Context: an optimization exercise on an open-source flow, tuned for small area. The choices shown serve that exercise and are no tape-out recipe. Where RTL was checked, it was by simulation tests only, not by an equivalence proof against the original. The RTL of run 1 was laid out without a check of its function. Power is estimated from default activity; no workload was simulated.

### flow/flow/abc_override.tcl
# replace the abc script that synth.tcl hands to abc with $::env(MY_ABC_SCRIPT)

proc abc {args} {
  set out {}
  set skip 0
  foreach a $args {
    if {$skip} { lappend out $::env(MY_ABC_SCRIPT); set skip 0; continue }
    if {$a eq "-script"} { set skip 1 }
    lappend out $a
  }
  puts "abc override: $out"
  yosys abc {*}$out
}
### flow/flow/run.sh
#!/bin/bash
# The standard layout (standard.sh), with these changes:
#  - synthesis: synth_recipe.tcl unchanged except that abc maps the combinational logic with an
#    area-oriented script (flow/abc_area.script); the registers are untouched by abc;
#  - buf_1 port buffers;
#  - a clock tree of clkbuf_8 clusters of up to 16 sinks, without dummy loads.
set -euo pipefail
here=$(pwd)
sed "s#^source \$::env(SCRIPTS_DIR)/synth.tcl#source $here/flow/abc_override.tcl\nsource \$::env(SCRIPTS_DIR)/synth.tcl#" \
  synth_recipe.tcl > area_synth.tcl
export MY_ABC_SCRIPT="$here/flow/abc_area.script"
export BUFFER_PORTS_ARGS="-buffer_cell sky130_fd_sc_hd__buf_1"
export CTS_ARGS="-sink_clustering_enable -repair_clock_nets -buf_list sky130_fd_sc_hd__clkbuf_8 -sink_clustering_size 16 -sink_clustering_max_diameter 60 -dont_use_dummy_load"
bash standard.sh \
  "SYNTH_SCRIPT=$here/area_synth.tcl" \
  "BUFFER_PORTS_ARGS=$BUFFER_PORTS_ARGS" \
  "CTS_ARGS=$CTS_ARGS" \
  finish > standard.log 2>&1
### flow/constraint.sdc
create_clock -name core_clock -period 15.0 [get_ports {clk}]
set_input_delay 3.0000 -clock core_clock [delete_from_list [all_inputs] [get_ports {clk}]]
set_output_delay 3.0000 -clock core_clock [all_outputs]
set_load 0.01 [all_outputs]
### flow/config.mk
export PLATFORM = sky130hd
export DESIGN_NAME = quadrature_position_speed_tracker
export DESIGN_NICKNAME = quadrature_position_speed_tracker
export VERILOG_FILES = /design/flow/design.v
export SDC_FILE = /design/flow/constraint.sdc
export NUM_CORES = 4
export LEC_CHECK = 0
export CAP_MARGIN = 0
export CORE_MARGIN = 2
export CORE_UTILIZATION = 65
export PLACE_DENSITY = 0.9
export SLEW_MARGIN = 0
### flow/standard.sh
#!/bin/bash
# synth_recipe.tcl (not shown) runs the flow's synth.tcl, then flattens the netlist and writes it again
# the make line also repeats each setting of config.mk as NAME=value (left out here)
make -C /OpenROAD-flow-scripts/flow DESIGN_CONFIG=/design/flow/config.mk WORK_HOME=/design/flow/orfs CLKGATE_MAP_FILE= SYNTH_SCRIPT=/design/flow/synth_recipe.tcl "${@:-finish}"
### flow/flow/abc_area.script
&get -n
&st
&dch
&nf -R 1000
&put
topo
dnsize -c
### flow/design.v
module qpst_rca #(
  parameter int W = 8
) (
  input  logic [W-1:0] a,
  input  logic [W-1:0] b,
  input  logic         ci,
  output logic [W-1:0] s,
  output logic         co
);
  logic [W:0] c;
  assign c[0] = ci;
  for (genvar i = 0; i < W; i++) begin : g_bit
    assign s[i]   = a[i] ^ b[i] ^ c[i];
    assign c[i+1] = (a[i] & b[i]) | (c[i] & (a[i] ^ b[i]));
  end
  assign co = c[W];
endmodule
module quadrature_position_speed_tracker (
  input  logic        clk,
  input  logic        rst,
  input  logic        sample_valid,
  output logic        sample_ready,
  input  logic [1:0]  sample_op,
  input  logic [15:0] sample_count,
  output logic        result_valid,
  input  logic        result_ready,
  output logic [31:0] result_total_count,
  output logic [15:0] result_delta_count,
  output logic        result_direction,
  output logic [31:0] result_shaft_rpm,
  output logic [31:0] result_shaft_rps,
  output logic [15:0] result_mech_angle,
  output logic [15:0] result_elec_angle,
  output logic [31:0] result_index_count,
  input  logic        cfg_valid,
  output logic        cfg_ready,
  input  logic [1:0]  cfg_index,
  input  logic [31:0] cfg_data
);
  logic [20:0] cpr_n;   
  logic [7:0]  pp;
  logic [31:0] rpm_gain;
  logic [31:0] rps_gain;
  logic [31:0] total;
  logic [15:0] delta;
  logic        dir;
  logic [31:0] rpm;
  logic [31:0] rps;
  logic [31:0] index;
  logic [15:0] mech;    
  logic [20:0] rem;     
  logic        busy;
  logic [5:0]  cnt;
  logic        tneg;    
  logic        tchg;    
  assign cfg_ready = !rst;
  assign result_total_count = total;
  assign result_delta_count = delta;
  assign result_direction   = dir;
  assign result_shaft_rpm   = rpm;
  assign result_shaft_rps   = rps;
  assign result_mech_angle  = mech;
  assign result_elec_angle  = rem[15:0];
  assign result_index_count = index;
  wire start = sample_valid && !busy && (!result_valid || result_ready);
  wire last  = busy && (cnt == 6'd55);
  assign sample_ready = last;
  wire op_speed = (sample_op == 2'd0);
  wire op_index = (sample_op == 2'd1);
  wire op_clear = (sample_op == 2'd2);
  wire op_pos   = (sample_op == 2'd3);
  wire upd = start;
  wire clr = rst || (upd && op_clear);
  wire [31:0] rst32 = {32{rst}};
  wire [31:0] wd_cpr = ~((cfg_data & ~rst32) | (32'd4096  & rst32));
  wire [31:0] wd_pp  = (cfg_data & ~rst32) | (32'd1     & rst32);
  wire [31:0] wd_rpm = (cfg_data & ~rst32) | (32'd96000 & rst32);
  wire [31:0] wd_rps = (cfg_data & ~rst32) | (32'd1600  & rst32);
  always_ff @(posedge clk) begin
    if (rst || (cfg_valid && cfg_index == 2'd0)) cpr_n    <= wd_cpr[20:0];
    if (rst || (cfg_valid && cfg_index == 2'd1)) pp       <= wd_pp[7:0];
    if (rst || (cfg_valid && cfg_index == 2'd2)) rpm_gain <= wd_rpm;
    if (rst || (cfg_valid && cfg_index == 2'd3)) rps_gain <= wd_rps;
  end
  wire        sstep = busy && (cnt == 6'd62);
  wire        first = busy && (cnt == 6'd63);
  wire [15:0] step;    
  wire        bor;
  wire        tdec  = (op_speed || op_pos) && step[15] && !bor;
  wire        mul_on = busy && op_speed && !cnt[5];
  wire [3:0]  mi     = cnt[3:0];
  wire        msel   = cnt[4];
  wire        mbit   = delta[0];    
  wire [5:0]  cnt_n  = cnt + 6'd1;
  wire        mlast  = (mi == 4'd15);
  wire        mneg   = dir;         
  wire        me1    = mbit && msel;
  wire        me2    = mbit && !msel;
  wire [31:0] mb     = ((rpm_gain & {32{me1}}) | (rps_gain & {32{me2}})) ^ {32{mbit && mlast}};
  wire        mcin   = (mbit && mlast) || (mneg ? (mi < 4'd7) : (mi == 4'd7));
  wire [31:0] msum;
  wire        mco;
  qpst_rca #(32) u_mul (.a({mech[7:0], rpm[31:8]}), .b(mb), .ci(mcin), .s(msum), .co(mco));
  wire        mtop   = (mbit && mlast) ? !mco : mco;
  wire [32:0] s      = {mtop, msum};
  wire [31:0] znext  = {s[24:0], rpm[7:1]};
  wire        fits   = (s[32:24] == 9'h000) || (s[32:24] == 9'h1FF);
  wire [31:0] mres   = (mlast && !fits) ? {s[32], {31{!s[32]}}} : znext;
  wire        trot   = busy && !cnt[5];
  wire        frac   = (cnt[5:4] == 2'b10);
  wire        ephase = (cnt[5:4] == 2'b11);
  wire        dbit   = cnt[5] ? (cnt[4] ? (cnt[3] && (cnt[0] ? tchg : sample_count[0])) : tneg)
                              : (total[31] ^ tneg);
  wire        ppbit  = pp[~cnt[2:0]];
  wire [21:0] dt     = {rem, dbit};
  wire        db_c   = !ephase;
  wire        db_s   = sstep;
  wire        db_t   = first;
  wire        db_e   = ephase && !sstep && !first && ppbit;
  wire [21:0] db     = ({22{db_c}} & {1'b1, cpr_n}) | ({22{db_s}} & {6'h3F, ~total[15:0]}) |
                       ({22{db_t}} & {6'd0, total[31:16]}) | ({22{db_e}} & {6'd0, mech});
  wire [21:0] dd;
  wire        ge;
  qpst_rca #(22) u_div (.a(dt), .b(db), .ci(!ephase || sstep), .s(dd), .co(ge));
  assign step = dd[15:0];
  assign bor  = dd[16];
  wire        qbit   = (ge ^ tneg) && (cpr_n != 21'h1FFFFF);
  wire r_clr  = busy && cnt[5] && (cnt[3:0] == 4'hF);
  wire r_st   = sstep;
  wire r_ld   = busy && !r_clr && !sstep;
  wire r_sel  = ge || ephase;
  wire r_ldd  = r_ld && r_sel;
  wire r_ldt  = r_ld && !r_sel;
  wire r_hold = !busy && !upd;
  wire m_ld   = !upd && mul_on && !mlast;
  wire m_sh   = busy && frac;
  wire m_hold = !upd && !mul_on && !m_sh;
  always_ff @(posedge clk) begin
    rem <= (dd[20:0] & {21{r_ldd}}) | (dt[20:0] & {21{r_ldt}}) | {21{tdec && r_st}} |
           ({6'd0, sample_count[15:1]} & {21{upd}}) | (rem & {21{r_hold}});
    mech[7:0]  <= (s[32:25] & {8{m_ld}}) | ({mech[6:0], qbit} & {8{m_sh}}) | (mech[7:0] & {8{m_hold}});
    mech[15:8] <= (mech[14:7] & {8{m_sh}}) | (mech[15:8] & {8{!m_sh}});
  end
  wire rpm_zero = clr || (upd && op_speed) || (mul_on && mlast && !msel);
  wire rpm_ld   = !rpm_zero && mul_on;
  wire rpm_hold = !rpm_zero && !mul_on;
  wire rps_ld   = !clr && mul_on && mlast && !msel;
  wire rps_hold = !clr && !(mul_on && mlast && !msel);
  wire irot = busy && op_index && !cnt[5];
  wire tlo_ld   = !clr && sstep && (op_speed || op_pos);
  wire tlo_hold = !clr && !(sstep && (op_speed || op_pos)) && !trot;
  wire thi_ld   = !clr && first;
  wire thi_hold = !clr && !first && !trot;
  wire t_rot    = !clr && trot;
  wire dl_ld    = !clr && sstep && op_speed;
  wire dl_rot   = !clr && mul_on;
  wire dl_hold  = !clr && !(sstep && op_speed) && !mul_on;
  wire ix_ld    = !clr && irot;
  wire ix_hold  = !clr && !irot;
  always_ff @(posedge clk) begin
    total[15:0]  <= (sample_count & {16{tlo_ld}}) | ({total[14:0], total[31]} & {16{t_rot}}) |
                    (total[15:0] & {16{tlo_hold}});
    total[31:16] <= (dd[15:0] & {16{thi_ld}}) | (total[30:15] & {16{t_rot}}) |
                    (total[31:16] & {16{thi_hold}});
    if (first) tneg <= dd[15];
    delta <= (step & {16{dl_ld}}) | ({delta[0], delta[15:1]} & {16{dl_rot}}) |
             (delta & {16{dl_hold}});
    index <= ({index[0] ^ tchg, index[31:1]} & {32{ix_ld}}) | (index & {32{ix_hold}});
    if (sstep) tchg <= (op_speed || op_pos) && (step[15] ^ bor);
    else if (first) tchg <= 1'b1;
    else if (irot) tchg <= tchg & index[0];
    if (rst) dir <= 1'b0;
    else if (sstep && op_speed) dir <= step[15];
    rpm <= (mres & {32{rpm_ld}}) | (rpm & {32{rpm_hold}});
    rps <= (mres & {32{rps_ld}}) | (rps & {32{rps_hold}});
  end
  always_ff @(posedge clk) begin
    if (rst) begin
      busy         <= 1'b0;
      result_valid <= 1'b0;
    end else begin
      if (start) busy <= 1'b1;
      else if (last) busy <= 1'b0;
      if (last) result_valid <= 1'b1;
      else if (result_ready) result_valid <= 1'b0;
    end
    if (start) cnt <= 6'd62;
    else if (busy) cnt <= cnt_n;
  end
endmodule
==> impl_metrics.tcl, run 1 <==
set metrics [dict create \
    fp-row-count 50 \
    synth_seq_cells 285 \
    r2r_cells 45 \
    min-delay-start "rpm[0]" \
    hold_depth 2 \
    cts_root_buf "clkbuf_8" \
    timing.rr.start "cnt[0]" \
    grt_pass1_wl_um 53050 \
    cts_tree "done" \
    min_to "rpm[0]" \
    slowest_delay_ns 0.47 \
    placed_cell_area_mm2 0.01351 \
    clk_pin_slew_worst_paths_ns 0.10 \
    h-tree-depth 1 \
    slew_headroom_pct 7.671 \
    drv_cap 0 \
    postCtsSetupBuffers 0 \
    pre_cts_ws_ns 0.02428 \
    grt_pass1_vias 9746 \
    worstMarginPinSlew_ns 1.377 \
    die_area_mm2 0.01981 \
    fin_util_pct 74.87 \
    r2r_slack_ns 0.54 \
    fp.dieW_um 140.8 \
    setup-tns-final_ns 0 \
    crit_type "flip-flop to flip-flop" \
    crit_required_ns 15.40 \
    p_per_area_mw_per_mm2 127.7 \
    overflow 0 \
    p_leak_nw 4.804 \
    slowest_stage "fa_2" \
    antenna_found_initial 1 \
    die-height_um 140.8 \
    cts_made_buffers 22 \
    syn2layout_area_growth_pct 14.06 \
    synth_enable_flop_cells 103 \
    grt-busiest-layer "met2" \
    worstSetupEndpointType "flip-flop" \
    grt_max_degree 35 \
    status "complete, no violations" \
    place.gp.congestion 0.9336 \
    setup_ws_ns 0.5438 \
    rsz0062_at_grt "no" \
    cts.sinks 285 \
    route.detailed.drc 0 \
    core_area_mm2 0.01852 \
    gr-usage-met3_pct 7.745 \
    avgSynthCellArea_um2 11.92 \
    fmaxAchievable_ghz 0.06917 \
    grt.total_usage_pct 33.95 \
    post_drt_wl_per_cell_um 22.37 \
    arrival_ns 14.85 \
    setup_viol 0 \
    dp_hpwl_um 23690 \
    vias 10056 \
    synth_top_area_share_pct 29.97 \
    drv_slew 0 \
    drive_above_1_share_pct 6.260 \
    start_util_pct 65.64 \
    ys.flop_type "dfxtp_1" \
    skew_ns 0.05041 \
    async_reset_ff_share_pct 0 \
    numPortBuffers 236 \
    period_share_pct 96.37 \
    synth_seq_area_share_pct 55.42 \
    synthCells 1020 \
    ir_worst_vdd_mv 0.07903 \
    pin_count 237 \
    start_kind "flip-flop" \
    min_period_ns 14.46 \
    synth_area_leaders "dfxtp_1 30%, edfxtp_1 25%, fa_1 8.7%, a22o_1 5.5%, a222oi_1 4.8%" \
    cp_common_cell "fa_1" \
    vias_per_cell 6.577 \
    first_pass_iters 10 \
    synth_area_mm2 0.01216 \
    cp-startpoint "cnt[0]" \
    yosysTopAreaCell "dfxtp_1" \
    crit_path_max_fanout 23 \
    met1_usage_pct 45.25 \
    routed_wl_um 34210 \
    gr-usage-met2_pct 53.66 \
    syn-num-nets 1137 \
    synth_cell_types 38 \
    hold_path.class "flip-flop to flip-flop" \
    drt_iter0_drc 1671 \
    insertion_delay_ns 0.55 \
    nets 1413 \
    clockBufferDepth 3 \
    finalHoldViolCount 0 \
    design_area_mm2 0.01386 \
    antenna_left 0 \
    yosys_warnings 1 \
    rr_endpoint "rps[23]" \
]
-- cell type report --
class	instances	area (µm²)
antenna	1	2.502
clock buffer	22	302.8
fill	1199	4653
inverter	109	409.1
multi-input combinational	609	4971
sequential	285	6736
tap	234	292.8
timing repair buffer	269	1150
-- sequential cells by signal (all words and copies together), names as in the netlist, 6 cells and up, named ones only --
register  cells
index        32
cpr_n        21
pp            8
rpm_gain     32
mech          8
rps_gain     32
cnt           6
total        32
rpm          32
delta        16
rem          21
rps          32
-- metrics by stage --
step	std cells	power, mW	hold slack (ns)
floorplan	1020	1.265	0.4223
global placement	1506	1.384	0.4290
detailed placement	1506	1.404	0.4412
CTS	1528	1.753	0.4601
global route	1529	1.842	0.4840
finish	1529	1.771	0.4598
-- layout by cell type, fill, tap and decap left out, types with 2 or more instances in the layout --
cell type / count
nand3b_1: 3
dfxtp_1: 182
nor2b_1: 14
edfxtp_1: 103
fa_1: 43
clkbuf_8: 22
a22o_1: 76
nor2_1: 17
and2_0: 3
ha_1: 6
o21a_1: 2
nand3_1: 8
o21ai_0: 63
nor3_1: 12
and3_1: 6
nand4_1: 9
buf_1: 236
fa_2: 10
mux4_2: 2
xor2_1: 11
a21oi_1: 21
a222oi_1: 58
nor4_1: 2
clkinv_1: 109
a21oi_2: 3
nor3_2: 2
o211ai_1: 3
a221oi_1: 12
buf_4: 31
nand2_1: 101
a221o_1: 24
a31oi_1: 2
a22oi_1: 42
or2_0: 10
nand2b_1: 3
xnor2_1: 25
-- Yosys cell counts (all sizes together) (2+ instances only) --
library cell	count
a21oi	24
a221o	24
a221oi	12
a222oi	58
a22o	76
a22oi	42
a31oi	3
and2	5
and3	7
buf	17
clkinv	109
dfxtp	182
edfxtp	103
fa	53
ha	7
mux4	2
nand2	102
nand2b	3
nand3	8
nand3b	3
nand4	9
nor2	17
nor2b	15
nor3	14
nor4	2
o211ai	3
o21a	2
o21ai	64
or2	10
xnor2	25
xor2	12
-- worst max path at each step --
stage	slack [ns]	to	cells past startpoint
4_1_cts	0.009	rps[14]	45
2_1_floorplan	0.08	rps[10]	45
3_3_place_gp	0.47	rps[21]	45
6_report	0.54	rps[23]	45
5_1_grt	0.02	rpm[22]	45
3_5_place_dp	0.02	rpm[27]	45
-- where the power goes --
part	switching (mW)	internal, mW
Sequential	0.0676	0.873
Combinational	0.287	0.180
Clock	0.231	0.132
-- metal layers --
metal,share of wire [%],wire (µm)
met5,0,0
met4,4.9,1662
met3,11,3763
met2,47,16180
met1,37,12600
-- kinds of logic (layout without fill, tap and decap cells) --
family | after synthesis | in the layout | synth area share (%)
xor+xnor | 37 | 37 | 2.666
other cells | 0 | 1 | 0
buf+inv | 126 | 400 | 4.416
mux | 4 | 4 | 0.5455
fa+ha+maj | 60 | 60 | 9.449
compound gates | 310 | 310 | 19.92
flops | 285 | 285 | 55.42
simple gates | 198 | 198 | 7.586
-- critical path: cells and delay by family, from the launching register on --
kind	cells	cell delay, ns
compound gates	4	0.89
fa+ha+maj	33	12.05
buf+inv	4	0.48
flops	1	0.34
simple gates	4	0.55
-- what timing repair did --
item	4_1_cts	5_1_grt
hold endpoints to repair	0	0
setup endpoints to repair	46	64
resized for setup	3	12
pin swaps	0	0
hold buffers	0	0
==> run 2, diff against run 1 <==
--- a/flow/design.v
+++ b/flow/design.v
@@ -138,7 +138,7 @@
   always_ff @(posedge clk) begin
     rem <= (dd[20:0] & {21{r_ldd}}) | (dt[20:0] & {21{r_ldt}}) | {21{tdec && r_st}} |
-           ({6'd0, sample_count[15:1]} & {21{upd}}) | (rem & {21{r_hold}});
+           ({6'd0, sample_count[15:1]} & {21{upd}}) | (rem & {{5{1'b0}}, {16{r_hold}}});
     mech[7:0]  <= (s[32:25] & {8{m_ld}}) | ({mech[6:0], qbit} & {8{m_sh}}) | (mech[7:0] & {8{m_hold}});
-    mech[15:8] <= (mech[14:7] & {8{m_sh}}) | (mech[15:8] & {8{!m_sh}});
+    mech[15:8] <= (mech[14:7] & {8{m_sh}}) | (mech[15:8] & {8{!m_sh && !upd}});
   end
   wire rpm_zero = clr || (upd && op_speed) || (mul_on && mlast && !msel);
@@ -185,6 +185,5 @@
       else if (result_ready) result_valid <= 1'b0;
     end
-    if (start) cnt <= 6'd62;
-    else if (busy) cnt <= cnt_n;
+    cnt <= start ? 6'd62 : cnt_n;   
   end
 endmodule
--- a/flow/config.mk
+++ b/flow/config.mk
@@ -9,4 +9,4 @@
 export CORE_MARGIN = 2
 export CORE_UTILIZATION = 65
-export PLACE_DENSITY = 0.9
+export PLACE_DENSITY = 0.8
 export SLEW_MARGIN = 0
==> run 2 against run 1 <==
  * Utilization grew 1.1 points
  * Flip-flop and latch count is the same
  * Sequential power grew 0.6%
  * Power grew 8.1%
  * Final area shrank 0.54%
  * Worst hold slack gained 0.00071 ns
  * Non-clock buffer count shrank 6
  * Routed wire length shrank 5.0%
  * Synthesized cell count grew 3.5%
  * Area after synthesis shrank 0.23%
  * Largest cell class unchanged
==> impl_metrics.tcl, run 2 <==
set metrics [dict create \
    synth_cell_types 37 \
    ir_worst_vdd_mv 0.08170 \
    cp_common_cell "fa_1" \
    die_area_mm2 0.01977 \
    insertion_delay_ns 0.55 \
    clk_pin_slew_worst_paths_ns 0.10 \
    place.gp.congestion 0.8892 \
    syn-num-nets 1173 \
    drv_slew 0 \
    cts_root_buf "clkbuf_8" \
    cts.sinks 285 \
    holdBufCountCts 0 \
    drt_iter0_drc 1197 \
    nets 1442 \
    synth_area_mm2 0.01213 \
    fp.dieW_um 140.6 \
    clockBufferDepth 3 \
    grt_max_degree 35 \
    mostFrequentLayoutCells "236 x buf_1, 186 x dfxtp_1, 161 x nand2_1" \
    fin_util_pct 75.99 \
    fillCellCount 1303 \
    skew_ns 0.03509 \
    first_pass_iters 10 \
    worstSetupEndpointType "flip-flop" \
    routed_wl_um 32480 \
    crit_required_ns 15.44 \
    arrival_ns 14.88 \
    numPortBuffers 236 \
    synth_seq_cells 285 \
    antenna_left 0 \
    min_period_ns 14.44 \
    fmaxAchievable_ghz 0.06927 \
    synthCells 1056 \
    yosys_warnings 1 \
    avgSynthCellArea_um2 11.48 \
    cp_top_family "adder cells" \
    worstMarginPinSlew_ns 1.187 \
    p_leak_nw 4.905 \
    finalHoldViolCount 0 \
    postCtsSetupBuffers 0 \
    crit_path_max_fanout 23 \
    overflow 0 \
    slew_headroom_pct 20.44 \
    post_drt_wl_per_cell_um 20.93 \
    async_reset_ff_share_pct 0 \
    synth_area_leaders "dfxtp_1 31%, edfxtp_1 24%, fa_1 8.7%, a22o_1 6.1%, nand2_1 5.0%" \
    n_antenna_cell 0 \
    die-height_um 140.6 \
    yosysTopAreaCell "dfxtp_1" \
    slowest_stage "fa_1" \
    cts_tree "done" \
    synth_common_cells "190 x dfxtp_1, 162 x nand2_1, 95 x edfxtp_1" \
    drv_cap 0 \
    vias_per_cell 6.411 \
    p_per_area_mw_per_mm2 138.8 \
    start_util_pct 66.83 \
    h-tree-depth 1 \
    dp_hpwl_um 22640 \
    antenna_found_initial 0 \
    setup_viol 0 \
    final_common_cell "buf_1" \
    drive_above_1_share_pct 5.745 \
    crit_type "flip-flop to flip-flop" \
    core_area_mm2 0.01815 \
    yosysMostFrequentCell "dfxtp_1" \
    synth_top_area_share_pct 31.36 \
    rsz0062_at_grt "no" \
    pin_count 237 \
    path_buf_inv 4 \
    hold_path.class "flip-flop to flip-flop" \
    grt.total_usage_pct 32.04 \
    ys.flop_type "dfxtp_1" \
    start_kind "flip-flop" \
    route.detailed.drc 0 \
    grt_pass1_vias 9258 \
    syn2layout_area_growth_pct 13.70 \
    slowest_delay_ns 0.46 \
    fp-row-count 49 \
    status "complete, no violations" \
    synth_seq_area_share_pct 54.88 \
    period_share_pct 96.24 \
    synth_enable_flop_cells 95 \
    power_mw 1.915 \
    vias 9950 \
    cts_made_buffers 21 \
    grt_pass1_wl_um 49880 \
]
==> run 2: cell types whose count changed after synthesis, sizes merged, moves of 5 or more <==
cell    change
edfxtp      -8
a22oi      +33
nor2        +6
clkinv     -32
a22o        +8
nand2      +60
a222oi     -30
a221o       -5
dfxtp       +8
==> run 2: through the flow <==
stage	cells	worst slack, ns	cell area (µm²)	hold WS (ns)	setup TNS, ns
after CTS	1552	0.01446	13720	0.4622	0
after floorplan	1056	0.2114	12150	0.4473	0
after global routing	1552	0.02418	13790	0.4787	0
final	1552	0.5636	13790	0.4605	0
after detailed placement	1531	-0.05284	13430	0.4414	-0.3789
after global placement	1531	0.3339	13430	0.4349	0
==> run 2: path summary, 6_finish.rpt <==
| check | depth (start not counted) | startpoint | slack [ns] | endpoint |
|---|---|---|---|---|
| max | 45 | cnt[1] | 0.56 | rps[22] |
| min | 2 | delta[4] | 0.46 | delta[3] |
| max reg2reg | 45 | cnt[1] | 0.56 | rps[22] |
| min reg2reg | 2 | delta[4] | 0.46 | delta[3] |
==> run 2: report_power, final <==
group	total [mW]	switching, mW	internal, mW
registers	0.947	0.0746	0.873
clock network	0.360	0.234	0.126
logic	0.608	0.383	0.224
total	1.91	0.691	1.22
==> run 2: area by class of cell <==
| cell class | count | area (µm²) | area share [%] |
|---|---|---|---|
| Timing Repair Buffer | 263 | 1107 | 8.030 |
| Clock buffer | 21 | 289.0 | 2.096 |
| Tap cell | 229 | 286.5 | 2.078 |
| Sequential cell | 285 | 6664 | 48.33 |
| Multi-Input combinational cell | 677 | 5154 | 37.37 |
| Inverter | 77 | 289.0 | 2.096 |
==> run 2: logic make-up (layout without fill, tap and decap cells) <==
group,Yosys count,in the layout,share of synthesized area [%]
xor+xnor,37,37,2.672
buf+inv,94,361,3.435
fa+ha+maj,60,60,9.471
simple gates,260,260,9.430
flops,285,285,54.89
mux,3,3,0.4539
compound gates,317,317,19.65
==> run 2: worst reg2reg max path: cells and delay by family (launching register included) <==
kind            cells  cell delay [ns]
simple gates        5             0.78
fa+ha+maj          33            12.10
compound gates      3             0.67
flops               1             0.39
buf+inv             4             0.41
==> run 2: layer usage <==
layer  vias to the layer above  routed length [µm]  GRT usage [%]
li1                       4430                   -              -
met1                      4802               13090          46.03
met2                       638               15000          50.46
met3                        80                3421          5.673
met4                         0                 971          10.32
met5                         -                   0              0
==> run 2: timing repair <==
item	CTS	global route
resized for setup	1	24
endpoints found under the setup margin	18	64
gates cloned	0	0
==> run 3, diff against run 2 <==
--- a/flow/config.mk
+++ b/flow/config.mk
@@ -9,4 +9,4 @@
 export CORE_MARGIN = 2
 export CORE_UTILIZATION = 65
-export PLACE_DENSITY = 0.8
+export PLACE_DENSITY = 0.9
 export SLEW_MARGIN = 0
==> run 3 against run 2 <==
  * Still clean on timing, DRC and antenna
  * Register-to-register slack got worse by 0.35 ns
  * Clock power about the same
  * Critical path depth is 1 higher
  * Worst setup slack worse by 0.35 ns
  * Area after synthesis is the same
  * Clock-buffer cell count stayed put
  * Flip-flop and latch count unchanged
  * Via count is 3.7% higher
  * Sequential share of layout area is essentially flat
  * Non-clock buffer count is 1 lower
  * Largest power group unchanged
==> impl_metrics.tcl, run 3 <==
set metrics [dict create \
    status "complete, no violations" \
    setup_viol 0 \
    cp_common_cell "fa_1" \
    yosysMostFrequentCell "dfxtp_1" \
    p_per_area_mw_per_mm2 139.5 \
    postCtsSetupBuffers 0 \
    post_drt_wl_per_cell_um 22.25 \
    min_period_ns 14.78 \
    met1_usage_pct 44.66 \
    routed_wl_um 34510 \
    syn-num-nets 1173 \
    fmaxAchievable_ghz 0.06765 \
    fp-row-count 49 \
    clockBufferDepth 3 \
    vias 10315 \
    synth_cell_types 37 \
    die-height_um 140.6 \
    cts_root_buf "clkbuf_8" \
    pre_cts_ws_ns -0.04915 \
    skew_ns 0.02397 \
    die_area_mm2 0.01977 \
    synth_seq_cells 285 \
    worstMarginPinSlew_ns 1.186 \
    fp.dieW_um 140.6 \
    antenna_found_initial 0 \
    yosys_warnings 1 \
    drv_slew 0 \
    vias_per_cell 6.651 \
    slew_headroom_pct 20.91 \
    first_pass_iters 10 \
    place.gp.congestion 0.9621 \
    slowest_delay_ns 0.48 \
    grt_max_degree 35 \
    avgSynthCellArea_um2 11.48 \
    synth_enable_flop_cells 95 \
    p_leak_nw 4.890 \
    pin_count 237 \
    fin_util_pct 76.00 \
    dp_hpwl_um 23580 \
    gr-usage-met2_pct 55.39 \
    finalHoldViolCount 0 \
    ys.flop_type "dfxtp_1" \
    grt_pass1_vias 9762 \
    insertion_delay_ns 0.56 \
    yosysTopAreaCell "dfxtp_1" \
    synthCells 1056 \
    worstSetupEndpointType "flip-flop" \
    grt-busiest-layer "met2" \
    grt.total_usage_pct 33.41 \
    async_reset_ff_share_pct 0 \
    cp_top_family "adder cells" \
    drv_cap 0 \
    cts_tree "done" \
    cts.sinks 285 \
    final_common_cell "buf_1" \
    drt_iter0_drc 1735 \
    synth_seq_area_share_pct 54.88 \
    ir_worst_vdd_mv 0.08676 \
    n_antenna_cell 0 \
    synth_area_leaders "dfxtp_1 31%, edfxtp_1 24%, fa_1 8.7%, a22o_1 6.1%, nand2_1 5.0%" \
    gr-usage-met3_pct 5.605 \
    crit_type "flip-flop to flip-flop" \
    grt_pass1_wl_um 52030 \
    path_buf_inv 4 \
    crit_required_ns 15.42 \
    synth_common_cells "190 x dfxtp_1, 162 x nand2_1, 95 x edfxtp_1" \
    nets 1441 \
    synth_top_area_share_pct 31.36 \
    mostFrequentLayoutCells "236 x buf_1, 186 x dfxtp_1, 161 x nand2_1" \
    crit_path_max_fanout 23 \
    h-tree-depth 1 \
    period_share_pct 98.55 \
    route.detailed.drc 0 \
    start_util_pct 66.83 \
    cts_made_buffers 21 \
    power_mw 1.925 \
    overflow 0 \
    syn2layout_area_growth_pct 13.72 \
    setup_ws_ns 0.2172 \
    clk_pin_slew_worst_paths_ns 0.10 \
    antenna_left 0 \
    drive_above_1_share_pct 5.900 \
    slowest_stage "nor3_1" \
    hold_path.class "flip-flop to flip-flop" \
    synth_area_mm2 0.01213 \
    arrival_ns 15.20 \
    core_area_mm2 0.01815 \
    start_kind "flip-flop" \
    numPortBuffers 236 \
]
-- run 3: cell type report --
class,count,area [µm²]
sequential,285,6664
multi-input combinational,677,5166
fill,1172,4355
timing repair buffer,262,1097
clock buffer,21,289.0
inverter,77,289.0
tap,229,286.5
-- run 3: worst register-to-register path: cells and delay by family (launching register included) --
family,cells,cell delay (ns)
flip-flops,1,0.41
XOR/XNOR,2,0.30
AO/OA/AOI/OAI,2,0.42
buffers and inverters,4,0.47
AND/OR/NAND/NOR,5,1.04
adder cells (fa/ha/maj),33,12.02
-- run 3: repair_timing --
action / CTS / global route
setup endpoints to repair: 63 / 64
resized for setup: 4 / 27
hold buffers: 0 / 0
-- run 3: report_power, final --
| part | switching [mW] | internal [mW] |
|---|---|---|
| registers | 0.0758 | 0.873 |
| clock network | 0.233 | 0.126 |
| logic | 0.392 | 0.225 |
| total | 0.701 | 1.22 |
-- run 3: kinds of logic after synthesis --
group	share of synthesized area (%)
buf+inv	3.435
xor+xnor	2.672
flops	54.89
mux	0.4539
fa+ha+maj	9.471
compound gates	19.65
simple gates	9.430
-- run 3: through the flow --
| step | hold slack, ns | instance area, µm² | std cells | setup TNS (ns) |
|---|---|---|---|---|
| finish | 0.4646 | 13790 | 1551 | 0 |
| global route | 0.4843 | 13790 | 1551 | -6.375 |
| CTS | 0.4625 | 13720 | 1551 | 0 |
| detailed placement | 0.4430 | 13420 | 1530 | -0.05887 |
| global placement | 0.4336 | 13420 | 1530 | 0 |
| floorplan | 0.4473 | 12150 | 1056 | 0 |
-- run 3: worst paths after layout --
check	startpoint	to	slack (ns)	cells after the start
setup reg to reg	cnt[1]	rpm[12]	0.22	46
hold / removal	delta[7]	delta[6]	0.46	2
setup / recovery	cnt[1]	rpm[12]	0.22	46
hold reg to reg	delta[7]	delta[6]	0.46	2
-- run 3: metal layers --
layer / part of all wire, % / wire [µm]
met5: 0 / 0
met4: 5.2 / 1781
met3: 12 / 3983
met2: 48 / 16400
met1: 36 / 12350
==> run 4, diff against run 3 <==
--- a/flow/design.v
+++ b/flow/design.v
@@ -52,4 +52,5 @@
   logic        busy;
   logic [5:0]  cnt;
+  logic        mrnd;    
   logic        tneg;    
   logic        tchg;    
@@ -98,5 +99,6 @@
   wire        me2    = mbit && !msel;
   wire [31:0] mb     = ((rpm_gain & {32{me1}}) | (rps_gain & {32{me2}})) ^ {32{mbit && mlast}};
-  wire        mcin   = (mbit && mlast) || (mneg ? (mi < 4'd7) : (mi == 4'd7));
+  wire        mcin   = (mbit && mlast) || mrnd;
+  always_ff @(posedge clk) mrnd <= mneg ? (cnt_n[3:0] < 4'd7) : (cnt_n[3:0] == 4'd7);
   wire [31:0] msum;
   wire        mco;
==> run 4 against run 3 <==
  * Via count shrank 1.4%
  * Worst hold slack lost 0.0028 ns
  * Critical path depth shrank 2
  * Area after synthesis is essentially flat
  * Routed wire length shrank 1.9%
  * Combinational power shrank 8.8%
  * Clock skew grew 0.0048 ns
  * Clock-buffer cell count is the same
  * Die area is essentially flat
  * Register-to-register slack gained 0.32 ns
  * Worst setup slack gained 0.32 ns
  * Still clean on timing, DRC and antenna
  * Global-route usage is essentially flat
==> impl_metrics.tcl, run 4 <==
set metrics [dict create \
    status "complete, no violations" \
    setup-tns-final_ns 0 \
    p_per_area_mw_per_mm2 135.2 \
    vias_per_cell 6.690 \
    r2r_slack_ns 0.54 \
    min_to "rps[30]" \
    pre_cts_ws_ns -0.2159 \
    fmaxAchievable_ghz 0.06914 \
    syn-num-nets 1139 \
    setup_ws_ns 0.5364 \
    period_share_pct 96.42 \
    start_kind "flip-flop" \
    cts_made_buffers 21 \
    arrival_ns 14.96 \
    drive_above_1_share_pct 6.119 \
    fillCellCount 1134 \
    synth_seq_area_share_pct 55.08 \
    syn2layout_area_growth_pct 13.88 \
    insertion_delay_ns 0.55 \
    drv_slew 0 \
    die-height_um 140.6 \
    cp-startpoint "cnt[1]" \
    yosysMostFrequentCell "dfxtp_1" \
    die_area_mm2 0.01976 \
    start_util_pct 66.79 \
    core_area_mm2 0.01815 \
    antenna_found_initial 0 \
    synth_area_mm2 0.01212 \
    postCtsSetupBuffers 0 \
    design_area_mm2 0.01380 \
    crit_path_max_fanout 23 \
    cp_common_cell "fa_1" \
    synth_cell_types 37 \
    synth_enable_flop_cells 95 \
    clockBufferDepth 3 \
    h-tree-depth 1 \
    vias 10175 \
    ys.flop_type "dfxtp_1" \
    slew_headroom_pct 4.645 \
    setup_viol 0 \
    fp-row-count 49 \
    post_drt_wl_per_cell_um 22.25 \
    first_pass_iters 14 \
    grt_pass1_wl_um 52050 \
    synth_top_area_share_pct 31.55 \
    mostFrequentLayoutCells "236 x buf_1, 187 x dfxtp_1, 106 x clkinv_1" \
    crit_required_ns 15.49 \
    yosys_warnings 1 \
    worstMarginPinSlew_ns 1.423 \
    skew_ns 0.02878 \
    cts_tree "done" \
    hold_path.class "flip-flop to flip-flop" \
    route.detailed.drc 0 \
    numPortBuffers 236 \
    place.gp.congestion 0.9741 \
    slowest_delay_ns 0.48 \
    clk_pin_slew_worst_paths_ns 0.10 \
    fin_util_pct 76.06 \
    min-delay-start "rps[30]" \
    hold_depth 2 \
    drv_cap 0 \
    wl_met1_um 12120 \
    placed_cell_area_mm2 0.01341 \
    ir_worst_vdd_mv 0.06843 \
    timing.rr.start "cnt[1]" \
    pin_count 237 \
    drt_iter0_drc 1483 \
    fp.dieW_um 140.6 \
    routed_wl_um 33840 \
    rr_endpoint "rps[28]" \
    cp_top_family "adder cells" \
    worstSetupEndpointType "flip-flop" \
    wl_met3_um 4142 \
    synthCells 1022 \
    dp_hpwl_um 23350 \
    synth_area_leaders "dfxtp_1 32%, edfxtp_1 24%, fa_1 8.8%, a22o_1 6.1%, a222oi_1 4.4%" \
    synth_common_cells "191 x dfxtp_1, 106 x clkinv_1, 95 x edfxtp_1, 95 x nand2_1, 84 x a22o_1" \
    cts.sinks 286 \
    top_layer "met4" \
    crit_type "flip-flop to flip-flop" \
    overflow 0 \
    avgSynthCellArea_um2 11.86 \
    r2r_cells 44 \
    p_leak_nw 4.767 \
    synth_seq_cells 286 \
    dr_wl_met2_um 15810 \
    slowest_stage "fa_2" \
    final_common_cell "buf_1" \
    grt_pass1_vias 9615 \
    async_reset_ff_share_pct 0 \
    yosysTopAreaCell "dfxtp_1" \
    nets 1410 \
    path_buf_inv 3 \
    grt_max_degree 35 \
    grt.total_usage_pct 33.41 \
    finalHoldViolCount 0 \
    antenna_left 0 \
    min_period_ns 14.46 \
    cts_root_buf "clkbuf_8" \
]
-- run 4: changes by cell type after synthesis, sizes merged, moves of 3 or more --
cell / delta
a221o: +11
a222oi: +25
a22oi: -30
clkinv: +29
nand2: -67
nor3: +3
-- run 4: worst register-to-register path: cells and delay by family (launching register included) --
family	cells	cell delay, ns
fa+ha+maj	33	12.25
compound gates	4	0.90
simple gates	3	0.46
flops	1	0.40
buf+inv	3	0.26
xor+xnor	1	0.16
-- run 4: power by group --
group / total, mW / switching [mW] / internal [mW]
logic: 0.563 / 0.345 / 0.218
registers: 0.947 / 0.0713 / 0.875
clock network: 0.356 / 0.229 / 0.126
total: 1.87 / 0.646 / 1.22
-- run 4: worst max path at each step --
| stage | endpoint | slack (ns) | cells past startpoint |
|---|---|---|---|
| 2_1_floorplan | rps[10] | 0.16 | 43 |
| 3_3_place_gp | rps[22] | 0.25 | 44 |
| 3_5_place_dp | rps[20] | -0.22 | 44 |
| 4_1_cts | rps[20] | 0.02 | 44 |
| 5_1_grt | rps[28] | -0.07 | 44 |
| 6_report | rps[28] | 0.54 | 44 |
-- run 4: logic make-up (layout without fill, tap and decap cells) --
kind of cell | Yosys count | in the layout | share of synthesized area [%]
muxes | 3 | 3 | 0.4542
xor gates and xnor gates | 38 | 38 | 2.746
other | 0 | 1 | 0
DFF | 286 | 286 | 55.08
adders and majority gates | 60 | 60 | 9.477
buffers and inverters | 123 | 392 | 4.336
AOI/OAI and AO/OA | 318 | 318 | 20.48
and+or+nand+nor | 194 | 194 | 7.422
-- run 4: final cells by class --
type	instances	area, µm²	area share, %
antenna	1	2.502	0.01813
multi-input combinational	613	5030	36.44
sequential	286	6684	48.42
tap	229	286.5	2.076
clock buffer	21	289.0	2.094
inverter	106	397.9	2.883
timing repair buffer	265	1114	8.067
-- run 4: metal layers --
layer  GRT usage, %  vias up
met3          6.222      144
li1               -     4368
met5              0        -
met2          52.81      816
met1          45.49     4847
met4          15.32        0
-- run 4: what timing repair did --
action,in CTS,in global routing
gates resized for setup,3,46
hold buffers,0,0
pin swaps,0,1
endpoints found under the setup margin,53,64
gates cloned,0,1
-- run 4: metrics by stage --
stage | std cells | hold slack, ns | total power [mW]
after CTS | 1519 | 0.4644 | 1.838
after floorplan | 1022 | 0.4473 | 1.338
after global routing | 1520 | 0.4887 | 1.947
final | 1521 | 0.4618 | 1.866
after global placement | 1498 | 0.4311 | 1.474
after detailed placement | 1498 | 0.4424 | 1.499
==> run 5, diff against run 4 <==
--- a/flow/design.v
+++ b/flow/design.v
@@ -52,5 +52,4 @@
   logic        busy;
   logic [5:0]  cnt;
-  logic        mrnd;    
   logic        tneg;    
   logic        tchg;    
@@ -99,6 +98,5 @@
   wire        me2    = mbit && !msel;
   wire [31:0] mb     = ((rpm_gain & {32{me1}}) | (rps_gain & {32{me2}})) ^ {32{mbit && mlast}};
-  wire        mcin   = (mbit && mlast) || mrnd;
-  always_ff @(posedge clk) mrnd <= mneg ? (cnt_n[3:0] < 4'd7) : (cnt_n[3:0] == 4'd7);
+  wire        mcin   = (mbit && mlast) || (mneg ? (mi < 4'd7) : (mi == 4'd7));
   wire [31:0] msum;
   wire        mco;
--- a/flow/flow/run.sh
+++ b/flow/flow/run.sh
@@ -4,5 +4,5 @@
 #    area-oriented script (flow/abc_area.script); the registers are untouched by abc;
 #  - buf_1 port buffers;
-#  - a clock tree of clkbuf_8 clusters of up to 16 sinks, without dummy loads.
+#  - a clock tree of clkbuf_4 clusters of up to 10 sinks, without dummy loads.
 set -euo pipefail
 here=$(pwd)
@@ -11,5 +11,5 @@
 export MY_ABC_SCRIPT="$here/flow/abc_area.script"
 export BUFFER_PORTS_ARGS="-buffer_cell sky130_fd_sc_hd__buf_1"
-export CTS_ARGS="-sink_clustering_enable -repair_clock_nets -buf_list sky130_fd_sc_hd__clkbuf_8 -sink_clustering_size 16 -sink_clustering_max_diameter 60 -dont_use_dummy_load"
+export CTS_ARGS="-sink_clustering_enable -repair_clock_nets -buf_list sky130_fd_sc_hd__clkbuf_4 -sink_clustering_size 10 -sink_clustering_max_diameter 40 -dont_use_dummy_load"
 bash standard.sh \
   "SYNTH_SCRIPT=$here/area_synth.tcl" \
==> run 5 against run 4 <==
  * Non-clock buffer count down 3
  * Synthesized cell count up 3.3%
  * Via count up 1.5%
  * Fmax down 1.1%
  * Largest power group unchanged
  * Sequential share of layout area about the same
  * Critical path depth up 1
  * Final area down 0.28%
  * Clock skew up 0.041 ns
  * Area after synthesis about the same
  * Die area about the same
  * Clock-buffer cell count up 16
  * Final cell count up 3.1%
==> impl_metrics.tcl, run 5 <==
set metrics [dict create \
    status "complete, no violations" \
    first_pass_iters 10 \
    ff_latch_area_mm2 0.006663 \
    period_share_pct 97.52 \
    syn2layout_area_growth_pct 13.49 \
    insertion_delay_ns 0.67 \
    fillCellCount 1179 \
    crit_required_ns 15.52 \
    slew_headroom_pct 19.08 \
    vias_per_cell 6.589 \
    cts_root_buf "clkbuf_4" \
    mostFrequentLayoutCells "236 x buf_1, 187 x dfxtp_1, 161 x nand2_1" \
    synth_seq_area_share_pct 54.88 \
    p_leak_nw 4.909 \
    slowest_stage "nor3_1" \
    drt_iter0_drc 1819 \
    cp_common_cell "fa_1" \
    crit_type "flip-flop to flip-flop" \
    power_mw 1.918 \
    route.detailed.drc 0 \
    routed_wl_um 34380 \
    pin_count 237 \
    synth_seq_cells 285 \
    drive_above_1_share_pct 6.801 \
    ys.flop_type "dfxtp_1" \
    grt_pass1_wl_um 52250 \
    core_area_mm2 0.01815 \
    arrival_ns 15.15 \
    numPortBuffers 236 \
    grt.total_usage_pct 33.73 \
    multi_input_area_mm2 0.005152 \
    placed_cell_area_mm2 0.01342 \
    timing.rr.start "cnt[1]" \
    fp-row-count 49 \
    grt_max_degree 35 \
    start_util_pct 66.83 \
    r2r_cells 45 \
    synth_enable_flop_cells 95 \
    fmaxAchievable_ghz 0.06836 \
    async_reset_ff_share_pct 0 \
    crit_path_max_fanout 23 \
    design_area_mm2 0.01376 \
    yosys_warnings 1 \
    postCtsSetupBuffers 0 \
    skew_ns 0.06973 \
    synth_cell_types 37 \
    final_common_cell "buf_1" \
    min_period_ns 14.63 \
    cts.sinks 285 \
    synthCells 1056 \
    yosysTopAreaCell "dfxtp_1" \
    synth_top_area_share_pct 31.36 \
    synth_area_mm2 0.01213 \
    r2r_slack_ns 0.37 \
    fp.dieW_um 140.6 \
    rr_endpoint "rpm[21]" \
    h-tree-depth 2 \
    nets 1457 \
    hold-worst-slack_ns 0.4621 \
    setup_viol 0 \
    endpoint "rpm[21]" \
    finalHoldViolCount 0 \
    cts_tree "done" \
    die_area_mm2 0.01977 \
    antenna_left 0 \
    worstSetupEndpointType "flip-flop" \
    p_per_area_mw_per_mm2 139.3 \
    start_kind "flip-flop" \
    avgSynthCellArea_um2 11.48 \
    final_cells 1568 \
    post_drt_wl_per_cell_um 21.93 \
    synth_area_leaders "dfxtp_1 31%, edfxtp_1 24%, fa_1 8.7%, a22o_1 6.1%, nand2_1 5.0%" \
    synth_common_cells "190 x dfxtp_1, 162 x nand2_1, 95 x edfxtp_1" \
    dp_cells 1530 \
    slowest_delay_ns 0.51 \
    clk_pin_slew_worst_paths_ns 0.11 \
    fin_util_pct 75.85 \
    dp_hpwl_um 23580 \
    hold_path.class "flip-flop to flip-flop" \
    cts_made_buffers 37 \
    ir_worst_vdd_mv 0.09211 \
    antenna_found_initial 1 \
    vias 10331 \
    drv_cap 0 \
    overflow 0 \
    drv_slew 0 \
    clockBufferDepth 3 \
    yosysMostFrequentCell "dfxtp_1" \
    grt_pass1_vias 9908 \
    cp-startpoint "cnt[1]" \
    die-height_um 140.6 \
    place.gp.congestion 0.9621 \
    worstMarginPinSlew_ns 1.214 \
    syn-num-nets 1173 \
    holdBufCountCts 0 \
]
[run 5: worst min path at each step]
stage               endpoint     start  depth (start not counted)  slack [ns]
finish              delta[6]  delta[7]                          2        0.46
global route        delta[6]  delta[7]                          2        0.48
CTS                 delta[6]  delta[7]                          2        0.46
detailed placement  delta[6]  delta[7]                          2        0.44
global placement      rps[5]    rps[5]                          2        0.43
floorplan            rem[18]   rem[17]                          2        0.45
[run 5: where the power goes]
group	internal [mW]	switching (mW)
registers	0.873	0.0747
logic	0.224	0.388
clock network	0.114	0.244
total	1.21	0.707
[run 5: repair_timing]
action,CTS,global route
endpoints found under the setup margin,56,64
cloned,0,0
endpoints found under the hold margin,0,0
gates resized for setup,4,18
[run 5: logic make-up (layout without fill, tap and decap cells)]
logic type               Yosys count  after routing  share of synthesized area [%]
other                              0              1                              0
XOR/XNOR                          37             37                          2.672
buffers and inverters             94            376                          3.435
adder cells (fa/ha/maj)           60             60                          9.471
multiplexers                       3              3                         0.4539
AO/OA/AOI/OAI                    317            317                          19.65
AND/OR/NAND/NOR                  260            260                          9.430
flip-flops                       285            285                          54.89
[run 5: cell type report]
| class | count | share of cell area, % |
|---|---|---|
| multi-input combinational | 677 | 37.43 |
| tap | 229 | 2.082 |
| clock buffer | 37 | 2.018 |
| timing repair buffer | 262 | 7.945 |
| inverter | 77 | 2.100 |
| antenna | 1 | 0.01818 |
| sequential | 285 | 48.40 |
[run 5: layer usage]
| metal | GRT usage (%) | wire length, µm | vias to the layer above |
|---|---|---|---|
| li1 | - | - | 4469 |
| met1 | 44.30 | 12390 | 4863 |
| met2 | 54.82 | 16000 | 828 |
| met3 | 6.793 | 3959 | 171 |
| met4 | 15.53 | 2034 | 0 |
| met5 | 0 | 0 | - |
[run 5: worst max-delay path, delay by kind of cell (launching register included)]
family | cells | cell delay [ns]
AOI/OAI and AO/OA | 3 | 0.66
xor gates and xnor gates | 1 | 0.14
adders and majority gates | 33 | 11.87
buffers and inverters | 4 | 0.45
DFF | 1 | 0.39
and+or+nand+nor | 4 | 0.93
[run 5: through the flow]
step	TNS (ns)	setup slack (ns)
5_1_grt	-1.191	-0.08369
3_3_place_gp	0	0.3696
4_1_cts	0	0.06080
2_1_floorplan	0	0.2114
3_5_place_dp	-0.05887	-0.04915
6_report	0	0.3721

[separate check: timing with driven ports]
The flow's constraints put no driver on any port. The routed layouts listed below were extracted and timed again, unchanged, in two steps. Step 1, drivers: a clkbuf_16 drives clk and a buf_2 each remaining input, both assumed. Step 2 also shifts input and output timing later by t, the mid clock arrival at the registers, as if the neighbouring blocks saw the same clock. Three values: no drivers, after step 1, after step 2; two values: the first two.
run | t (ns) | setup WS [ns] | worst hold slack (ns)
run 1 | 0.571 | 0.544 / 0.544 / 0.544 | 0.460 / 0.460 / 0.460
run 2 | 0.581 | 0.564 / 0.564 / 0.564 | 0.461 / 0.461 / 0.461
run 3 | 0.585 | 0.217 / 0.217 / 0.217 | 0.465 / 0.465 / 0.465
run 4 | 0.579 | 0.536 / 0.536 / 0.536 | 0.462 / 0.462 / 0.462
run 5 | 0.677 | 0.372 / 0.372 / 0.372 | 0.462 / 0.462 / 0.462
After both steps setup and hold are still met in every run listed.
